What follows belongs to an exercise in optimizing a design on an open flow for a short achievable clock period; a production flow would make more cautious choices. In this exercise RTL edits were held to simulation tests only and were not proved equivalent to the original. No activity file was given, so power comes from the tool's default toggle rates.

==> flow/design.v <==
package npc_pkg;
    localparam logic [1:0] KIND_BRANCH = 2'b00;
    localparam logic [1:0] KIND_JUMP   = 2'b01;
    localparam logic [1:0] KIND_CALL   = 2'b10;
    localparam logic [1:0] KIND_RETURN = 2'b11;
    localparam logic [1:0] CTR_SNT = 2'b00;
    localparam logic [1:0] CTR_WNT = 2'b01;
    localparam logic [1:0] CTR_WT  = 2'b10;
    localparam logic [1:0] CTR_ST  = 2'b11;
    function automatic logic [1:0] satInc(input logic [1:0] ctr);
        satInc = (ctr == CTR_ST) ? CTR_ST : ctr + 2'd1;
    endfunction
    function automatic logic [1:0] satDec(input logic [1:0] ctr);
        satDec = (ctr == CTR_SNT) ? CTR_SNT : ctr - 2'd1;
    endfunction
endpackage
module return_address_stack #(
    parameter int RAS_DEPTH  = 4,
    parameter int ADDR_WIDTH = 32
) (
    input  logic                  clock,
    input  logic                  reset,
    input  logic                  push,
    input  logic                  pop,
    input  logic [ADDR_WIDTH-1:0] pushData,
    output logic [ADDR_WIDTH-1:0] top,
    output logic [ADDR_WIDTH-1:0] second,
    output logic                  empty,
    output logic                  one
);
    localparam int CNTW = $clog2(RAS_DEPTH + 1);
    localparam logic [CNTW-1:0] FULL_COUNT = CNTW'(RAS_DEPTH);
    logic [ADDR_WIDTH-1:0] slot [RAS_DEPTH];
    logic [CNTW-1:0]       count;
    assign top    = slot[0];
    assign second = (RAS_DEPTH > 1) ? slot[(RAS_DEPTH > 1) ? 1 : 0] : slot[0];
    assign empty  = (count == '0);
    assign one    = (count == CNTW'(1));
    always_ff @(posedge clock or posedge reset) begin
        if (reset) begin
            count <= '0;
        end else if (push) begin
            if (count != FULL_COUNT) begin
                count <= count + 1'b1;
            end
        end else if (pop && !empty) begin
            count <= count - 1'b1;
        end
    end
    always_ff @(posedge clock) begin
        if (push) begin
            slot[0] <= pushData;
            for (int k = 1; k < RAS_DEPTH; k++) slot[k] <= slot[k-1];
        end else if (pop && !empty) begin
            for (int k = 0; k < RAS_DEPTH - 1; k++) slot[k] <= slot[k+1];
        end
    end
endmodule
module next_pc_predictor #(
    parameter int                    ADDR_WIDTH  = 32,
    parameter int                    BTB_ENTRIES = 16,
    parameter int                    RAS_DEPTH   = 4,
    parameter logic [ADDR_WIDTH-1:0] RESET_PC    = 'h0040_0000
) (
    input  logic                  CLOCK,
    input  logic                  RESET,
    input  logic                  Stall_IN,
    output logic [ADDR_WIDTH-1:0] FetchAddress_OUT,
    output logic                  PredictedTaken_OUT,
    output logic [ADDR_WIDTH-1:0] PredictedTarget_OUT,
    input  logic                  Update_IN,
    input  logic [ADDR_WIDTH-1:0] UpdateAddress_IN,
    input  logic                  UpdateTaken_IN,
    input  logic [ADDR_WIDTH-1:0] UpdateTarget_IN,
    input  logic [1:0]            UpdateKind_IN,
    input  logic                  Mispredict_IN,
    input  logic [ADDR_WIDTH-1:0] RedirectAddress_IN
);
    localparam int N    = BTB_ENTRIES;
    localparam int IDXW = $clog2(BTB_ENTRIES);
    localparam int TAGW = ADDR_WIDTH - IDXW - 2;
    logic                  btbValid  [N];
    logic [TAGW-1:0]       btbTag    [N];
    logic [ADDR_WIDTH-1:0] btbTarget [N];
    logic [1:0]            btbKind   [N];
    logic [1:0]            btbCtr    [N];
    logic [ADDR_WIDTH-1:0] pc;           
    logic [ADDR_WIDTH-1:0] pcPlus4;      
    logic                  predTaken;    
    logic [ADDR_WIDTH-1:0] predTarget;
    logic                  predCall;     
    logic                  predRet;      
    logic [ADDR_WIDTH-1:0] rasTop;
    logic [ADDR_WIDTH-1:0] rasSecond;
    logic                  rasEmpty;
    logic                  rasOne;
    assign FetchAddress_OUT    = pc;
    assign PredictedTaken_OUT  = predTaken;
    assign PredictedTarget_OUT = predTarget;
    logic [IDXW-1:0]       updIdx;
    logic [TAGW-1:0]       updTag;
    logic [N-1:0]          uSel;         
    logic [N-1:0]          uHit;         
    logic [N-1:0]          wTaken;       
    logic [1:0]            nCtr [N];     
    logic [N-1:0]          ptKeep;       
    logic                  uNewTaken;    
    logic                  uTake;
    assign updIdx = UpdateAddress_IN[IDXW+1:2];
    assign updTag = UpdateAddress_IN[ADDR_WIDTH-1:IDXW+2];
    assign uTake  = Update_IN && UpdateTaken_IN;
    logic [N-1:0] uNewTakenVec;
    for (genvar i = 0; i < N; i++) begin : g_upd
        assign uSel[i]   = Update_IN && (updIdx == IDXW'(i));
        assign uHit[i]   = btbValid[i] && (btbTag[i] == updTag);
        assign wTaken[i] = uSel[i] && UpdateTaken_IN;
        assign nCtr[i]   = wTaken[i] ? (uHit[i] ? npc_pkg::satInc(btbCtr[i]) : npc_pkg::CTR_WT)
                         : (uSel[i] && uHit[i]) ? npc_pkg::satDec(btbCtr[i])
                         : btbCtr[i];
        assign ptKeep[i] = !wTaken[i] && btbValid[i] &&
                           (btbKind[i] != npc_pkg::KIND_BRANCH || nCtr[i][1]);
        assign uNewTakenVec[i] = wTaken[i] && nCtr[i][1];
        always_ff @(posedge CLOCK or posedge RESET) begin
            if (RESET) begin
                btbValid[i] <= 1'b0;
                btbCtr[i]   <= npc_pkg::CTR_WNT;
            end else begin
                if (wTaken[i]) btbValid[i] <= 1'b1;
                btbCtr[i] <= nCtr[i];
            end
        end
        always_ff @(posedge CLOCK) begin
            if (wTaken[i]) begin
                btbTag[i]    <= updTag;
                btbTarget[i] <= UpdateTarget_IN;
                btbKind[i]   <= UpdateKind_IN;
            end
        end
    end
    assign uNewTaken = (UpdateKind_IN != npc_pkg::KIND_BRANCH) || (|uNewTakenVec);
    logic advance;
    logic rasPush;
    logic rasPop;
    assign advance = !Stall_IN && !Mispredict_IN;
    assign rasPush = advance && predCall;
    assign rasPop  = advance && predRet;
    return_address_stack #(
        .RAS_DEPTH  (RAS_DEPTH),
        .ADDR_WIDTH (ADDR_WIDTH)
    ) u_ras (
        .clock    (CLOCK),
        .reset    (RESET),
        .push     (rasPush),
        .pop      (rasPop),
        .pushData (pcPlus4),
        .top      (rasTop),
        .second   (rasSecond),
        .empty    (rasEmpty),
        .one      (rasOne)
    );
    logic [ADDR_WIDTH-1:0] advRasTop;
    logic                  advRasEmpty;
    always_comb begin
        if (predCall) begin
            advRasTop   = pcPlus4;
            advRasEmpty = 1'b0;
        end else if (predRet && !rasEmpty) begin
            advRasTop   = rasSecond;
            advRasEmpty = rasOne;
        end else begin
            advRasTop   = rasTop;
            advRasEmpty = rasEmpty;
        end
    end
    logic [N*TAGW-1:0]       tagFlat;
    logic [N*ADDR_WIDTH-1:0] tgtFlat;
    logic [N*2-1:0]          kindFlat;
    logic [N*2-1:0]          ctrFlat;
    logic [N-1:0]            validVec;
    for (genvar i = 0; i < N; i++) begin : g_flat
        assign tagFlat[i*TAGW +: TAGW]             = btbTag[i];
        assign tgtFlat[i*ADDR_WIDTH +: ADDR_WIDTH] = btbTarget[i];
        assign kindFlat[i*2 +: 2]                  = btbKind[i];
        assign ctrFlat[i*2 +: 2]                   = btbCtr[i];
        assign validVec[i]                         = btbValid[i];
    end
    logic                  rTaken, sTaken, aTaken;
    logic [ADDR_WIDTH-1:0] rTarget, sTarget, aTarget;
    logic                  rCall, sCall, aCall;
    logic                  rRet, sRet, aRet;
    logic [ADDR_WIDTH-1:0] rPlus4, aPlus4;
    assign rPlus4 = RedirectAddress_IN + ADDR_WIDTH'(4);
    assign aPlus4 = predTarget + ADDR_WIDTH'(4);
    npc_lookup #(.ADDR_WIDTH(ADDR_WIDTH), .N(N)) u_lkR (
        .pcIn(RedirectAddress_IN), .plus4In(rPlus4),
        .tagFlat(tagFlat), .tgtFlat(tgtFlat), .kindFlat(kindFlat), .ctrFlat(ctrFlat),
        .validVec(validVec),
        .uValid(Update_IN), .uTaken(UpdateTaken_IN), .uAddr(UpdateAddress_IN),
        .uKind(UpdateKind_IN), .uTarget(UpdateTarget_IN),
        .rasTop(rasTop), .rasEmpty(rasEmpty),
        .taken(rTaken), .target(rTarget), .isCall(rCall), .isRet(rRet));
    npc_lookup #(.ADDR_WIDTH(ADDR_WIDTH), .N(N)) u_lkS (
        .pcIn(pc), .plus4In(pcPlus4),
        .tagFlat(tagFlat), .tgtFlat(tgtFlat), .kindFlat(kindFlat), .ctrFlat(ctrFlat),
        .validVec(validVec),
        .uValid(Update_IN), .uTaken(UpdateTaken_IN), .uAddr(UpdateAddress_IN),
        .uKind(UpdateKind_IN), .uTarget(UpdateTarget_IN),
        .rasTop(rasTop), .rasEmpty(rasEmpty),
        .taken(sTaken), .target(sTarget), .isCall(sCall), .isRet(sRet));
    npc_lookup #(.ADDR_WIDTH(ADDR_WIDTH), .N(N)) u_lkA (
        .pcIn(predTarget), .plus4In(aPlus4),
        .tagFlat(tagFlat), .tgtFlat(tgtFlat), .kindFlat(kindFlat), .ctrFlat(ctrFlat),
        .validVec(validVec),
        .uValid(Update_IN), .uTaken(UpdateTaken_IN), .uAddr(UpdateAddress_IN),
        .uKind(UpdateKind_IN), .uTarget(UpdateTarget_IN),
        .rasTop(advRasTop), .rasEmpty(advRasEmpty),
        .taken(aTaken), .target(aTarget), .isCall(aCall), .isRet(aRet));
    always_ff @(posedge CLOCK or posedge RESET) begin
        if (RESET) begin
            pc         <= RESET_PC;
            pcPlus4    <= RESET_PC + ADDR_WIDTH'(4);
            predTaken  <= 1'b0;
            predTarget <= RESET_PC + ADDR_WIDTH'(4);
            predCall   <= 1'b0;
            predRet    <= 1'b0;
        end else if (Mispredict_IN) begin
            pc         <= RedirectAddress_IN;
            pcPlus4    <= rPlus4;
            predTaken  <= rTaken;
            predTarget <= rTarget;
            predCall   <= rCall;
            predRet    <= rRet;
        end else if (Stall_IN) begin
            predTaken  <= sTaken;
            predTarget <= sTarget;
            predCall   <= sCall;
            predRet    <= sRet;
        end else begin
            pc         <= predTarget;
            pcPlus4    <= aPlus4;
            predTaken  <= aTaken;
            predTarget <= aTarget;
            predCall   <= aCall;
            predRet    <= aRet;
        end
    end
endmodule
module npc_lookup #(
    parameter int ADDR_WIDTH = 32,
    parameter int N          = 16
) (
    input  logic [ADDR_WIDTH-1:0]   pcIn,
    input  logic [ADDR_WIDTH-1:0]   plus4In,
    input  logic [N*(ADDR_WIDTH-$clog2(N)-2)-1:0] tagFlat,
    input  logic [N*ADDR_WIDTH-1:0] tgtFlat,
    input  logic [N*2-1:0]          kindFlat,
    input  logic [N*2-1:0]          ctrFlat,
    input  logic [N-1:0]            validVec,
    input  logic                    uValid,
    input  logic                    uTaken,
    input  logic [ADDR_WIDTH-1:0]   uAddr,
    input  logic [1:0]              uKind,
    input  logic [ADDR_WIDTH-1:0]   uTarget,
    input  logic [ADDR_WIDTH-1:0]   rasTop,
    input  logic                    rasEmpty,
    output logic                    taken,
    output logic [ADDR_WIDTH-1:0]   target,
    output logic                    isCall,
    output logic                    isRet
);
    localparam int IDXW = $clog2(N);
    localparam int TAGW = ADDR_WIDTH - IDXW - 2;
    logic [IDXW-1:0]       idx;
    logic [TAGW-1:0]       tag;
    logic [N-1:0]          hitVec;
    logic                  hitOld;
    logic [1:0]            kindOld;
    logic [1:0]            ctrOld;
    logic [ADDR_WIDTH-1:0] tgtOld;
    logic                  tagEqU;       
    logic                  idxEqU;       
    logic                  mTaken;       
    logic                  mNot;         
    logic                  takenOld;
    logic                  takenT;
    logic                  takenN;
    logic [1:0]            kindNew;
    logic [ADDR_WIDTH-1:0] tgtNew;
    logic [ADDR_WIDTH-1:0] takenTarget;
    assign idx = pcIn[IDXW+1:2];
    assign tag = pcIn[ADDR_WIDTH-1:IDXW+2];
    for (genvar i = 0; i < N; i++) begin : g_ent
        assign hitVec[i] = (idx == IDXW'(i)) && validVec[i] &&
                           (tagFlat[i*TAGW +: TAGW] == tag);
    end
    assign hitOld  = |hitVec;
    assign kindOld = kindFlat[idx*2 +: 2];
    assign ctrOld  = ctrFlat[idx*2 +: 2];
    assign tgtOld  = tgtFlat[idx*ADDR_WIDTH +: ADDR_WIDTH];
    assign tagEqU = (uAddr[ADDR_WIDTH-1:IDXW+2] == tag);
    assign idxEqU = (uAddr[IDXW+1:2] == idx);
    assign mTaken = uValid && uTaken && idxEqU;
    assign mNot   = uValid && !uTaken && idxEqU;
    assign takenOld = hitOld && (kindOld != npc_pkg::KIND_BRANCH || ctrOld[1]);
    assign takenT   = tagEqU && (uKind != npc_pkg::KIND_BRANCH || !hitOld ||
                                 ctrOld != npc_pkg::CTR_SNT);
    assign takenN   = hitOld && (kindOld != npc_pkg::KIND_BRANCH ||
                                 (ctrOld[1] && !(tagEqU && !ctrOld[0])));
    assign taken    = mTaken ? takenT : (mNot ? takenN : takenOld);
    assign kindNew = mTaken ? uKind : kindOld;
    assign tgtNew  = mTaken ? uTarget : tgtOld;
    assign isCall  = taken && (kindNew == npc_pkg::KIND_CALL);
    assign isRet   = taken && (kindNew == npc_pkg::KIND_RETURN);
    assign takenTarget = (kindNew == npc_pkg::KIND_RETURN && !rasEmpty) ? rasTop : tgtNew;
    assign target  = taken ? takenTarget : plus4In;
endmodule
==> flow/run.sh <==
#!/bin/bash
# synth_recipe.tcl (not shown) runs the flow's synth.tcl, then flattens the netlist and writes it again
# the make line also repeats each setting of config.mk as NAME=value (left out here)
make -C /OpenROAD-flow-scripts/flow DESIGN_CONFIG=/design/flow/config.mk WORK_HOME=/design/flow/orfs CLKGATE_MAP_FILE= SYNTH_SCRIPT=/design/flow/synth_recipe.tcl finish
==> flow/config.mk <==
export PLATFORM = sky130hd
export DESIGN_NAME = next_pc_predictor
export DESIGN_NICKNAME = next_pc_predictor
export VERILOG_FILES = /design/flow/design.v
export SDC_FILE = /design/flow/constraint.sdc
export NUM_CORES = 4
export LEC_CHECK = 0
export ABC_CLOCK_PERIOD_IN_PS = 3000
export CAP_MARGIN = 20
export CORE_MARGIN = 2
export CORE_UTILIZATION = 40
export SETUP_SLACK_MARGIN = 4.0
export SLEW_MARGIN = 20
==> flow/constraint.sdc <==
create_clock -name core_clock -period 7.0 [get_ports {CLOCK}]
set_input_delay 1.4000 -clock core_clock [delete_from_list [all_inputs] [get_ports {CLOCK}]]
set_output_delay 1.4000 -clock core_clock [all_outputs]
set_load 0.01 [all_outputs]
==> impl_metrics.csv, run 1 <==
group,metric,value,unit
synthesis,synthArstFlopShare,0.120,
timing,worst_hold_slack,0.414,ns
power_and_ir_drop,power_leakage,0.0326,µW
timing,tightest_slew,1.12,ns
global_routing,grtUsageTotal,0.369,
clock_network,h-tree-depth,4,
final_layout,fill_cells,17056,
power_and_ir_drop,p_clk_frac,0.363,
route,totalWireLength,385000,µm
run,drv_cap,0,
final_layout,layout_commonest_cell,"edfxtp_1",
critical_path,cp-end-kind,"register",
critical_path,critical_path_class,"reg2reg",
power_and_ir_drop,seq_power_share,0.389,
global_routing,grt_pass1_wl,516000,µm
hold_path,min-delay-start,"u_ras.slot[2][12]",
final_layout,fin_nets,6750,
timing,max_clock_freq,252,MHz
critical_path,crit_path_max_fanout,9,
floorplanning,io_pins,169,
timing,post-route-min-period,3.97,ns
floorplanning,die_y,451,µm
synthesis,ys.flop_type,"edfxtp_1",
floorplanning,die_w,451,µm
timing,clock_skew,0.0613,ns
timing,drv_slew,0,
final_layout,drive_gt1_frac,0.294,
timing,finalCritPeriodShare,0.567,
clock_network,clk_latency,0.88,ns
synthesis,synth_warnings,9,
floorplanning,fp.coreArea,0.199,mm²
outcome,status,"no timing/DRC/antenna violations",
final_layout,finalInstanceArea,0.0974,mm²
timing,rsz0062_at_grt,"yes",
global_routing,grt_max_degree,103,
global_routing,antenna_found_initial,38,
critical_path,worstPathArrival,4.71,ns
critical_path,reg2regPathDepth,15,
final_layout,final_cell_mix,"edfxtp_1, xor2_1, xnor2_1, mux4_2, buf_4",
critical_path,cp-startpoint,"predTarget[2]",
power_and_ir_drop,switchingPower,7150,µW
clock_network,cts-root-buf,"clkbuf_16",
synthesis,syn_area,0.0799,mm²
critical_path,reg2reg_to,"predTarget[1]",
route,drt_pass1_iterations,8,
synthesis,synth.avg_cell_area,13.0,µm²
timing,max_slew_margin,0.253,
global_routing,grt_pass1_vias,60583,
route,first_iter_violations,11250,
hold_path,hp-class,"reg2reg",
synthesis,synth_fp_nets,6269,
power_and_ir_drop,combPwrFrac,0.249,
floorplanning,die_area,0.203,mm²
route,vias,64176,
final_layout,seqCellArea,0.0366,mm²
placed_design,placed_cell_area,0.0854,mm²
power_and_ir_drop,p_total,22000,µW
floorplanning,initial_core_util,0.401,
critical_path,r2r-start,"predTarget[2]",
power_and_ir_drop,ir_worst_vdd,0.000304,V
synthesis,yosysTopAreaCell,"edfxtp_1",
placed_design,gp_congestion,1.06,
power_and_ir_drop,powerDensity,226,mW/mm²
final_layout,final_util,0.489,
synthesis,synth_edf_count,1088,
clock_network,cts.sinks,1236,
clock_network,numCtsBuffers,150,
clock_network,clockBufferDepth,3,
final_layout,area_delta_synth_final,21.9,%
critical_path,critPathLaunchType,"register",
clock_network,clk_pin_slew,0.07,ns
placed_design,dpl.hpwl,228000,µm
critical_path,ff2ff_setup_slack,3.03,ns
floorplanning,std_cell_rows,164,
synthesis,ys_seq_area_frac,0.456,
synthesis,syn_inst,6153,
hold_path,hold_path_depth,0,
clock_network,cts_tree,"yes",
timing,fin_setup_tns,0,ns
route,vias_per_cell,6.81,
power_and_ir_drop,switching_share,0.324,
synthesis,netlist_top_cells_area,"edfxtp_1, mux4_2, xor2_1, xnor2_1, dfrtp_1",
route,ant_nets,0,
route,drc,0,
critical_path,cp_data_required_time,7.74,ns
global_routing,grt_overflow,0,
final_layout,multi_input_area,0.0432,mm²
synthesis,yosysTopAreaCellShare,0.409,
timing,setup_viol,0,
timing,hold_violations,0,
placed_design,port-buffer-count,166,
power_and_ir_drop,p_int,14900,µW
route,routedWlPerCell,40.9,µm
synthesis,ys_seq_elements,1236,
synthesis,ys_types,68,
hold_path,hold_end,"u_ras.slot[3][12]",
[per-layer routing]
layer,wire [µm],global-route usage,up-vias
met2,161000,0.532,5686
met4,36300,0.266,38
met1,131000,0.445,32170
met3,56500,0.151,1855
met5,445,0,-
li1,-,-,24427
[cell families after synthesis]
| family | after synthesis | share of synthesized area |
|---|---|---|
| simple gates | 1234 | 0.0849 |
| buf+inv | 517 | 0.0271 |
| mux | 889 | 0.197 |
| flops | 1236 | 0.456 |
| fa+ha+maj | 12 | 0.00188 |
| compound gates | 456 | 0.0354 |
| xor+xnor | 1809 | 0.198 |
[power by group through the flow]
stage          Sequential (µW)  Combinational [µW]  Clock, µW
6_report                  8560                5480       7990
5_1_grt                   8570                5500       8320
4_1_cts                   8530                5130       8010
3_5_place_dp              9000                4010          0
3_3_place_gp              9000                3990          0
2_1_floorplan             8500                2670          0
[cell usage after synthesis (17+ instances only)]
library cell / instances
a21oi_1: 109
a22oi_1: 49
buf_1: 97
buf_2: 132
clkbuf_1: 233
dfrtp_1: 127
dfstp_2: 21
edfxtp_1: 1088
inv_1: 40
mux2_2: 110
mux2i_1: 238
mux4_2: 535
nand2_1: 182
nand3_1: 114
nand4_1: 294
nand4b_1: 17
nor2_1: 152
nor3_1: 85
nor4_1: 288
o21ai_0: 129
o22ai_1: 51
o31ai_1: 28
or2_2: 20
xnor2_1: 743
xor2_1: 1066
[per-stage QoR]
step | worst slack [ns] | cells
6_report | 3.03 | 9429
5_1_grt | 3.09 | 9419
4_1_cts | 3.28 | 9367
3_5_place_dp | 1.32 | 8739
3_3_place_gp | 1.40 | 8739
2_1_floorplan | 2.93 | 6153
[worst max-delay path by stage]
stage / to / slack [ns]
detailed placement: predTarget[9] / 1.32
floorplan: predTarget[1] / 2.93
CTS: predTarget[25] / 3.28
global placement: predTarget[9] / 1.40
finish: predTarget[1] / 3.03
global route: predTarget[3] / 3.09
[registers in the layout, summed over array words and instances (netlist names)]
signal       cells
btbTarget      512
btbTag         416
u_ras.slot     128
btbCtr          32
btbKind         32
pc              32
predTarget      32
pcPlus4         30
btbValid        16
u_ras.count      3
predCall         1
predRet          1
predTaken        1
[worst max-delay path, stage by stage, from the launching register on]
cell and delay [ns]:
dfstp_4 0.74, ha_4 0.29, buf_4 0.16, nand4bb_1 0.11
nor4_2 0.31, nand4_1 0.38, o22ai_2 0.32, nor4_1 0.09
buf_4 0.21, a21o_1 0.22, a31oi_4 0.21, buf_12 0.18
buf_4 0.16, mux2i_1 0.18, a22oi_1 0.09, a21boi_1 0.17
[cell type report]
cell class | instances | area share
multi-input combinational | 4409 | 0.444
sequential | 1236 | 0.376
timing repair buffer | 796 | 0.0931
clock buffer | 189 | 0.0406
tap | 2656 | 0.0341
clock inverter | 90 | 0.0104
inverter | 41 | 0.00191
antenna | 12 | 0.000308
[repair_timing]
| item | CTS | global route |
|---|---|---|
| cloned | 19 | 7 |
| pin swaps | 48 | 23 |
| hold buffers | 0 | 0 |
| setup endpoints to repair | 1098 | 529 |
| buffers inserted | 330 | 42 |
| gates resized for setup | 842 | 138 |
==> run 2, diff against run 1 <==
--- a/flow/design.v
+++ b/flow/design.v
@@ -289,14 +289,20 @@
     logic [ADDR_WIDTH-1:0] takenTarget;
     assign idx = pcIn[IDXW+1:2];
     assign tag = pcIn[ADDR_WIDTH-1:IDXW+2];
+    logic [N-1:0]          dec;
+    logic [ADDR_WIDTH+3:0] rd [N+1];    
+    assign rd[0] = '0;
     for (genvar i = 0; i < N; i++) begin : g_ent
-        assign hitVec[i] = (idx == IDXW'(i)) && validVec[i] &&
+        assign dec[i]    = (idx == IDXW'(i));
+        assign hitVec[i] = dec[i] && validVec[i] &&
                            (tagFlat[i*TAGW +: TAGW] == tag);
+        assign rd[i+1]   = rd[i] | (dec[i] ? {tgtFlat[i*ADDR_WIDTH +: ADDR_WIDTH],
+                                              kindFlat[i*2 +: 2], ctrFlat[i*2 +: 2]} : '0);
     end
     assign hitOld  = |hitVec;
-    assign kindOld = kindFlat[idx*2 +: 2];
-    assign ctrOld  = ctrFlat[idx*2 +: 2];
-    assign tgtOld  = tgtFlat[idx*ADDR_WIDTH +: ADDR_WIDTH];
+    assign tgtOld  = rd[N][ADDR_WIDTH+3:4];
+    assign kindOld = rd[N][3:2];
+    assign ctrOld  = rd[N][1:0];
     assign tagEqU = (uAddr[ADDR_WIDTH-1:IDXW+2] == tag);
     assign idxEqU = (uAddr[IDXW+1:2] == idx);
     assign mTaken = uValid && uTaken && idxEqU;
==> impl_metrics.csv, run 2 <==
group,metric,value,unit
global_routing,grt_pass1_vias,73262,
route,vias,79082,
critical_path,cp_data_required_time,7.83,ns
timing,fin_ws,2.65,ns
synthesis,synth.avg_cell_area,10.6,µm²
clock_network,numCtsBuffers,147,
global_routing,grt_max_degree,70,
power_and_ir_drop,power_leakage,0.0311,µW
final_layout,drive_gt1_frac,0.218,
critical_path,cp-startpoint,"predTarget[2]",
clock_network,clk_latency,0.90,ns
critical_path,critPathMostFrequentCell,"buf_4",
final_layout,top_register,"btbTarget",
synthesis,ys_types,84,
floorplanning,io_pins,169,
critical_path,critPathLaunchType,"register",
placed_design,placed_cell_area,0.0849,mm²
clock_network,cts_hold_buffers,0,
final_layout,multi_input_area,0.0417,mm²
synthesis,synthMostInstantiatedCell,"xnor2_1",
route,drt_pass1_iterations,13,
power_and_ir_drop,powerDensity,231,mW/mm²
power_and_ir_drop,ir_worst_vdd,0.000260,V
synthesis,yosysTopAreaCell,"edfxtp_1",
final_layout,fill_cells,17472,
global_routing,grt_pass1_wl,653000,µm
floorplanning,die_w,450,µm
critical_path,crit_path_top_delay_cell,"dfstp_4",
final_layout,area_delta_synth_final,23.7,%
final_layout,seqCellArea,0.0366,mm²
synthesis,synth_fp_nets,7604,
route,totalWireLength,496000,µm
final_layout,largest_reg_flops,512,
timing,drv_slew,0,
timing,post-route-min-period,4.35,ns
route,routedWlPerCell,46.7,µm
route,ant_nets,0,
floorplanning,std_cell_rows,163,
timing,finalCritPeriodShare,0.622,
clock_network,clockBufferDepth,3,
timing,hold_violations,0,
synthesis,synthArstFlopShare,0.120,
timing,max_slew_margin,0.229,
synthesis,synth_common_cells,"xnor2_1, edfxtp_1, nand4_1",
critical_path,cp_cell_sequence,"buf_4 > ha_4 > buf_6 > and3b_4 > buf_4 > buf_4 > a22oi_1 > nand3_1 > nor3_1 > o21ai_0 > o21ai_0 > a211oi_2 > a221o_1",
clock_network,clk_pin_slew,0.07,ns
timing,setup_viol,0,
synthesis,synth_edf_count,1088,
clock_network,h-tree-depth,4,
global_routing,grtUsageTotal,0.471,
placed_design,port-buffer-count,166,
placed_design,preCtsSetupSlack,0.681,ns
critical_path,max_stage_delay,0.65,ns
timing,tightest_slew,1.16,ns
critical_path,crit_path_max_fanout,25,
floorplanning,die_y,450,µm
timing,clock_skew,0.0808,ns
final_layout,fin_nets,7940,
hold_path,min-delay-start,"u_ras.slot[2][14]",
placed_design,gp_congestion,1.09,
synthesis,yosysTopAreaCellShare,0.411,
timing,rsz0062_at_grt,"yes",
floorplanning,die_area,0.202,mm²
floorplanning,fp.coreArea,0.197,mm²
final_layout,layout_commonest_cell,"xnor2_1",
synthesis,netlist_top_cells_area,"edfxtp_1, xnor2_1, nand4_1, a22oi_1, dfrtp_1",
critical_path,critical_path_class,"reg2reg",
outcome,status,"no timing/DRC/antenna violations",
timing,max_clock_freq,230,MHz
synthesis,synth_warnings,11,
route,drc,0,
clock_network,cts.sinks,1236,
final_layout,final_cell_mix,"xnor2_1, edfxtp_1, nand4_1, buf_4, a22oi_1",
global_routing,antenna_found_initial,39,
synthesis,ys_seq_elements,1236,
synthesis,syn_inst,7488,
clock_network,cts_tree,"yes",
critical_path,worstPathArrival,5.18,ns
critical_path,r2r-start,"predTarget[2]",
final_layout,final_util,0.498,
synthesis,ys.flop_type,"edfxtp_1",
hold_path,hp-class,"reg2reg",
route,vias_per_cell,7.44,
synthesis,ys_seq_area_frac,0.458,
final_layout,largest_registers,"btbTarget (512), btbTag (416), u_ras.slot (128)",
clock_network,cts-root-buf,"clkbuf_16",
synthesis,syn_area,0.0795,mm²
floorplanning,initial_core_util,0.403,
final_layout,finalInstanceArea,0.0983,mm²
global_routing,grt_overflow,0,
run,drv_cap,0,
timing,fin_setup_tns,0,ns
critical_path,cp-end-kind,"register",
route,first_iter_violations,16789,
placed_design,dpl.hpwl,302000,µm
## run 2: metal layers
layer / vias to the layer above / part of all wire / global-route usage
met5: - / 0.00089 / 0.0116
met4: 24 / 0.11 / 0.387
met3: 2896 / 0.17 / 0.215
met2: 8839 / 0.38 / 0.631
met1: 38207 / 0.34 / 0.574
li1: 29116 / - / -
## run 2: power breakdown
group / total (µW) / switching [µW] / leakage, µW / internal (µW)
logic: 5790 / 3710 / 0.0171 / 2080
registers: 8580 / 364 / 0.0115 / 8220
clock network: 8340 / 3630 / 0.00248 / 4720
total: 22700 / 7710 / 0.0311 / 15000
## run 2: timing repair
action	in CTS	in global routing
cloned	26	5
resized for setup	900	174
buffers inserted	380	71
pin swaps	85	40
endpoints found under the setup margin	1246	427
## run 2: final timing paths
path                                     end  slack [ns]  depth (start not counted)
setup / recovery               predTarget[2]        2.65                         13
hold reg to reg            u_ras.slot[3][14]        0.43                          0
min in group asynchronous     u_ras.count[1]        1.03                          2
setup reg to reg               predTarget[2]        2.65                         13
hold / removal             u_ras.slot[3][14]        0.43                          0
max in group asynchronous             pc[24]        4.68                          3
## run 2: layout make-up
cell class | instances | area share
inverter | 41 | 0.00195
multi-input combinational | 5386 | 0.424
timing repair buffer | 1008 | 0.115
sequential | 1236 | 0.372
tap | 2640 | 0.0336
clock buffer | 179 | 0.0392
antenna | 36 | 0.000916
clock inverter | 95 | 0.0130
timing repair inverter | 4 | 0.000318
## run 2: critical path: cells and delay by family (launching register included)
| kind | cells | cell delay, ns |
|---|---|---|
| adders and majority gates | 1 | 0.26 |
| and+or+nand+nor | 3 | 0.50 |
| DFF | 1 | 0.65 |
| buffers and inverters | 4 | 1.29 |
| AOI/OAI and AO/OA | 5 | 1.45 |
## run 2: logic make-up (layout without fill, tap and decap cells)
kind of cell,count (synthesis),in the layout,share of synthesized area
flip-flops,1236,1236,0.458
AO/OA/AOI/OAI,1420,1421,0.132
AND/OR/NAND/NOR,1893,1899,0.133
multiplexers,236,236,0.0324
buffers and inverters,873,1327,0.0431
adder cells (fa/ha/maj),12,12,0.00189
XOR/XNOR,1818,1818,0.200
other,0,36,0
## run 2: stage by stage
step | total power (µW) | hold slack (ns) | std cells
6_report | 22700 | 0.429 | 10625
2_1_floorplan | 11000 | 0.422 | 7488
4_1_cts | 22200 | 0.420 | 10513
5_1_grt | 22900 | 0.451 | 10597
3_5_place_dp | 13200 | 0.432 | 9833
3_3_place_gp | 13200 | 0.428 | 9831
==> run 3, diff against run 2 <==
--- a/flow/design.v
+++ b/flow/design.v
@@ -86,6 +86,7 @@
     logic [1:0]            btbCtr    [N];
     logic [ADDR_WIDTH-1:0] pc;           
     logic [ADDR_WIDTH-1:0] pcPlus4;      
+    logic [ADDR_WIDTH-1:0] pcOutQ, predTargetOutQ;
     logic                  predTaken;    
     logic [ADDR_WIDTH-1:0] predTarget;
     logic                  predCall;     
@@ -94,9 +95,10 @@
     logic [ADDR_WIDTH-1:0] rasSecond;
     logic                  rasEmpty;
     logic                  rasOne;
-    assign FetchAddress_OUT    = pc;
+    localparam logic [ADDR_WIDTH-1:0] RESET_PC4 = RESET_PC + ADDR_WIDTH'(4);
+    assign FetchAddress_OUT    = pcOutQ ^ RESET_PC;
     assign PredictedTaken_OUT  = predTaken;
-    assign PredictedTarget_OUT = predTarget;
+    assign PredictedTarget_OUT = predTargetOutQ ^ RESET_PC4;
     logic [IDXW-1:0]       updIdx;
     logic [TAGW-1:0]       updTag;
     logic [N-1:0]          uSel;         
@@ -215,33 +217,44 @@
         .uKind(UpdateKind_IN), .uTarget(UpdateTarget_IN),
         .rasTop(advRasTop), .rasEmpty(advRasEmpty),
         .taken(aTaken), .target(aTarget), .isCall(aCall), .isRet(aRet));
-    always_ff @(posedge CLOCK or posedge RESET) begin
+    logic [ADDR_WIDTH-1:0] nPc, nPcPlus4, nTarget;
+    logic                  nTaken, nCall, nRet;
+    always_comb begin
+        if (Mispredict_IN) begin
+            nPc = RedirectAddress_IN; nPcPlus4 = rPlus4;
+            nTaken = rTaken; nTarget = rTarget; nCall = rCall; nRet = rRet;
+        end else if (Stall_IN) begin
+            nPc = pc; nPcPlus4 = pcPlus4;
+            nTaken = sTaken; nTarget = sTarget; nCall = sCall; nRet = sRet;
+        end else begin
+            nPc = predTarget; nPcPlus4 = aPlus4;
+            nTaken = aTaken; nTarget = aTarget; nCall = aCall; nRet = aRet;
+        end
+    end
+    always_ff @(posedge CLOCK) begin
         if (RESET) begin
             pc         <= RESET_PC;
-            pcPlus4    <= RESET_PC + ADDR_WIDTH'(4);
-            predTaken  <= 1'b0;
-            predTarget <= RESET_PC + ADDR_WIDTH'(4);
-            predCall   <= 1'b0;
-            predRet    <= 1'b0;
-        end else if (Mispredict_IN) begin
-            pc         <= RedirectAddress_IN;
-            pcPlus4    <= rPlus4;
-            predTaken  <= rTaken;
-            predTarget <= rTarget;
-            predCall   <= rCall;
-            predRet    <= rRet;
-        end else if (Stall_IN) begin
-            predTaken  <= sTaken;
-            predTarget <= sTarget;
-            predCall   <= sCall;
-            predRet    <= sRet;
+            pcPlus4    <= RESET_PC4;
+            predTarget <= RESET_PC4;
+        end else begin
+            pc         <= nPc;
+            pcPlus4    <= nPcPlus4;
+            predTarget <= nTarget;
+        end
+    end
+    always_ff @(posedge CLOCK or posedge RESET) begin
+        if (RESET) begin
+            pcOutQ         <= '0;
+            predTargetOutQ <= '0;
+            predTaken      <= 1'b0;
+            predCall       <= 1'b0;
+            predRet        <= 1'b0;
         end else begin
-            pc         <= predTarget;
-            pcPlus4    <= aPlus4;
-            predTaken  <= aTaken;
-            predTarget <= aTarget;
-            predCall   <= aCall;
-            predRet    <= aRet;
+            pcOutQ         <= nPc ^ RESET_PC;
+            predTargetOutQ <= nTarget ^ RESET_PC4;
+            predTaken      <= nTaken;
+            predCall       <= nCall;
+            predRet        <= nRet;
         end
     end
 endmodule
@@ -289,20 +302,14 @@
     logic [ADDR_WIDTH-1:0] takenTarget;
     assign idx = pcIn[IDXW+1:2];
     assign tag = pcIn[ADDR_WIDTH-1:IDXW+2];
-    logic [N-1:0]          dec;
-    logic [ADDR_WIDTH+3:0] rd [N+1];    
-    assign rd[0] = '0;
     for (genvar i = 0; i < N; i++) begin : g_ent
-        assign dec[i]    = (idx == IDXW'(i));
-        assign hitVec[i] = dec[i] && validVec[i] &&
+        assign hitVec[i] = (idx == IDXW'(i)) && validVec[i] &&
                            (tagFlat[i*TAGW +: TAGW] == tag);
-        assign rd[i+1]   = rd[i] | (dec[i] ? {tgtFlat[i*ADDR_WIDTH +: ADDR_WIDTH],
-                                              kindFlat[i*2 +: 2], ctrFlat[i*2 +: 2]} : '0);
     end
     assign hitOld  = |hitVec;
-    assign tgtOld  = rd[N][ADDR_WIDTH+3:4];
-    assign kindOld = rd[N][3:2];
-    assign ctrOld  = rd[N][1:0];
+    assign kindOld = kindFlat[idx*2 +: 2];
+    assign ctrOld  = ctrFlat[idx*2 +: 2];
+    assign tgtOld  = tgtFlat[idx*ADDR_WIDTH +: ADDR_WIDTH];
     assign tagEqU = (uAddr[ADDR_WIDTH-1:IDXW+2] == tag);
     assign idxEqU = (uAddr[IDXW+1:2] == idx);
     assign mTaken = uValid && uTaken && idxEqU;
==> impl_metrics.csv, run 3 <==
group,metric,value,unit
outcome,status,"no timing/DRC/antenna violations",
route,routedWlPerCell,41.2,µm
route,totalWireLength,414000,µm
timing,max_slew_margin,0.156,
power_and_ir_drop,switchingPower,6490,µW
critical_path,reg2regPathDepth,15,
timing,max_clock_freq,246,MHz
synthesis,synthAdderAreaFrac,0.00179,
clock_network,cts_hold_buffers,0,
synthesis,muxShareOfSynthArea,0.185,
power_and_ir_drop,seq_power_share,0.417,
timing,fin_setup_tns,0,ns
hold_path,hold_end,"u_ras.slot[3][1]",
clock_network,clk_latency,0.91,ns
synthesis,synth_edf_count,1088,
synthesis,synth_common_cells,"xor2_1, edfxtp_1, xnor2_1",
route,ant_nets,0,
critical_path,critical_path_class,"in2reg",
clock_network,cts-root-buf,"clkbuf_16",
route,drc,0,
timing,rsz0062_at_grt,"yes",
synthesis,synth_warnings,9,
hold_path,hp-class,"reg2reg",
synthesis,synthMostInstantiatedCell,"xor2_1",
placed_design,dpl.hpwl,251000,µm
final_layout,largest_registers,"btbTarget (512), btbTag (416), u_ras.slot (128)",
synthesis,synth.avg_cell_area,12.6,µm²
timing,drv_slew,0,
critical_path,reg2reg_to,"predTarget[22]",
placed_design,port-buffer-count,166,
synthesis,syn_inst,6628,
floorplanning,die_w,462,µm
global_routing,grt_overflow,0,
global_routing,grt_max_degree,102,
critical_path,cp-end-kind,"register",
synthesis,synth_top_family_by_area,"XOR/XNOR gates",
global_routing,antenna_found_initial,42,
placed_design,gp_congestion,1.09,
route,first_iter_violations,11532,
critical_path,critPathLaunchType,"primary input",
synthesis,synth_xor_area_frac,0.190,
critical_path,ff2ff_setup_slack,3.15,ns
clock_network,cts.sinks,1302,
synthesis,ys_types,81,
power_and_ir_drop,power_leakage,0.0342,µW
synthesis,ys_seq_elements,1302,
power_and_ir_drop,switching_share,0.304,
power_and_ir_drop,p_int,14900,µW
power_and_ir_drop,combPwrFrac,0.193,
timing,clock_skew,0.0883,ns
final_layout,final_util,0.491,
clock_network,cts_tree,"yes",
clock_network,clk_pin_slew,0.07,ns
hold_path,min-delay-start,"u_ras.slot[2][1]",
final_layout,top_register,"btbTarget",
final_layout,largest_reg_flops,512,
timing,finalCritPeriodShare,0.582,
synthesis,ys_seq_area_frac,0.448,
power_and_ir_drop,powerDensity,210,mW/mm²
global_routing,grt_pass1_vias,63870,
timing,setup_viol,0,
floorplanning,fp.coreArea,0.208,mm²
critical_path,r2r-start,"btbTag[11][14]",
floorplanning,io_pins,169,
route,drt_pass1_iterations,9,
synthesis,syn_area,0.0838,mm²
global_routing,grtUsageTotal,0.374,
final_layout,drive_gt1_frac,0.284,
power_and_ir_drop,p_clk_frac,0.391,
power_and_ir_drop,ir_worst_vdd,0.000272,V
critical_path,crit_path_max_fanout,8,
critical_path,worstPathArrival,4.80,ns
final_layout,area_delta_synth_final,21.7,%
clock_network,h-tree-depth,4,
clock_network,numCtsBuffers,153,
final_layout,fill_cells,17880,
route,vias,68401,
synthesis,synth_compound_gate_area_share,0.0343,
final_layout,fin_nets,7224,
placed_design,preCtsSetupSlack,1.28,ns
critical_path,cp_data_required_time,7.73,ns
synthesis,synthArstFlopShare,0.0906,
timing,post-route-min-period,4.07,ns
synthesis,yosysTopAreaCell,"edfxtp_1",
timing,fin_ws,2.93,ns
floorplanning,initial_core_util,0.403,
floorplanning,die_y,462,µm
synthesis,yosysTopAreaCellShare,0.390,
hold_path,hold_path_depth,0,
clock_network,clockBufferDepth,3,
timing,worst_hold_slack,0.444,ns
final_layout,final_cell_mix,"edfxtp_1, xor2_1, xnor2_1, mux4_2, buf_4",
synthesis,yosys.area_share.simple,0.104,
timing,tightest_slew,1.26,ns
final_layout,layout_commonest_cell,"edfxtp_1",
global_routing,grt_pass1_wl,544000,µm
floorplanning,die_area,0.213,mm²
synthesis,synth_fp_nets,6744,
synthesis,ys.flop_type,"edfxtp_1",
timing,hold_violations,0,
floorplanning,std_cell_rows,167,
synthesis,netlist_top_cells_area,"edfxtp_1, mux4_2, xor2_1, xnor2_1, nor4_1",
run,drv_cap,0,
route,vias_per_cell,6.81,
-- run 3: cell types whose count changed after synthesis, moves of 96 or more --
| cell | delta |
|---|---|
| nand4_1 | -438 |
| xnor2_1 | -827 |
| buf_4 | +133 |
| mux2i_1 | +103 |
| buf_2 | +126 |
| a221oi_1 | -199 |
| a22o_1 | -194 |
| nor4_1 | +291 |
| xor2_1 | +822 |
| clkbuf_1 | -440 |
| a22oi_1 | -426 |
| mux4_2 | +504 |
| buf_1 | -119 |
| dfxtp_1 | +96 |
-- run 3: power groups by stage --
stage / Combinational [µW] / Clock, µW / Sequential, µW
floorplan: 2170 / 0 / 8860
global placement: 3230 / 0 / 9190
detailed placement: 3240 / 0 / 9200
CTS: 3710 / 8380 / 8890
global route: 4160 / 8690 / 8910
finish: 4120 / 8350 / 8910
-- run 3: per-layer routing --
metal	routed length, µm	vias up	GRT usage
met5	300	-	0
met4	40200	38	0.272
met3	60800	1777	0.129
met2	168000	6100	0.528
met1	144000	34286	0.474
li1	-	26200	-
-- run 3: repair_timing --
action | 4_1_cts | 5_1_grt
cloned | 22 | 14
pin swaps | 112 | 91
resized for setup | 653 | 257
endpoints found under the setup margin | 1150 | 382
buffers inserted | 239 | 161
-- run 3: layout make-up --
| class | instances | area [µm²] | area share |
|---|---|---|---|
| clock inverters | 85 | 1060 | 0.0104 |
| diodes | 18 | 45.0 | 0.000442 |
| repair buffers | 853 | 9790 | 0.0960 |
| multi-input cells | 4750 | 45400 | 0.445 |
| well taps | 2788 | 3490 | 0.0342 |
| inverters | 46 | 259 | 0.00254 |
| clock buffers | 197 | 4120 | 0.0404 |
| repair inverters | 2 | 17.5 | 0.000172 |
| flip-flops and latches | 1302 | 37800 | 0.370 |
-- run 3: through the flow --
| step | area (µm²) | cells | power (µW) |
|---|---|---|---|
| 2_1_floorplan | 84400 | 6628 | 11000 |
| 3_3_place_gp | 88800 | 9305 | 12400 |
| 3_5_place_dp | 88800 | 9305 | 12400 |
| 4_1_cts | 98900 | 9848 | 21000 |
| 5_1_grt | 102000 | 10027 | 21800 |
| 6_report | 102000 | 10041 | 21400 |
-- run 3: how the worst max path moves through the flow --
stage / cells after the start / endpoint / from / slack, ns
final: 17 / predTarget[22] / RedirectAddress_IN[12] / 2.93
after global routing: 17 / predTargetOutQ[13] / RedirectAddress_IN[24] / 3.06
after CTS: 16 / predTarget[3] / RedirectAddress_IN[2] / 3.20
after detailed placement: 14 / predTarget[9] / RedirectAddress_IN[27] / 1.28
after global placement: 14 / predTarget[3] / RedirectAddress_IN[27] / 1.27
after floorplan: 18 / predTarget[0] / RedirectAddress_IN[2] / 3.06
-- run 3: cell families after synthesis --
logic type	after synthesis
fa+ha+maj	12
compound gates	469
mux	861
buf+inv	585
xor+xnor	1813
simple gates	1586
flops	1302
-- run 3: critical path, stage by stage --
cell,delay (ns)
buf_12,0.14
buf_16,0.18
xor2_1,0.20
nor4_2,0.32
nand4_1,0.49
o22ai_4,0.45
nor4_4,0.10
buf_6,0.16
buf_4,0.14
a21boi_4,0.18
o21ai_4,0.08
buf_12,0.16
buf_12,0.13
buf_16,0.12
a21oi_2,0.11
a21oi_1,0.06
or3_1,0.32

-- afterwards: timing with drivers on the ports --
The flow's constraints put no driver on any port. The routed layouts listed below were extracted and timed again, unchanged, in two steps. Step 1: set_driving_cell puts a clkbuf_16 on CLOCK and a buf_2 on each other input, an assumption about the parent block. Step 2 times the ports against the registers' clock, not the clock port: input delays grow and output delays shrink by t, the midpoint of the rising clock arrivals with the driver on. a / b / c = ideal ports / drivers / drivers and shift; a / b = the first two.
run | shift t [ns] | setup slack, ns | worst register clock-pin slew, ns | cell pins on the clock port's net
run 1 | 0.954 | 3.029 / 2.970 / 2.016 | 0.07 / 0.07 | 1
run 2 | 0.955 | 2.648 / 2.648 / 1.816 | 0.07 / 0.07 | 1
run 3 | 0.955 | 2.929 / 2.893 / 1.938 | 0.07 / 0.07 | 1
After both steps every run listed still meets setup and hold. For run 1, which loses most, drivers alone change the setup slack by -0.059 ns; drivers and shift together by -1.013 ns.
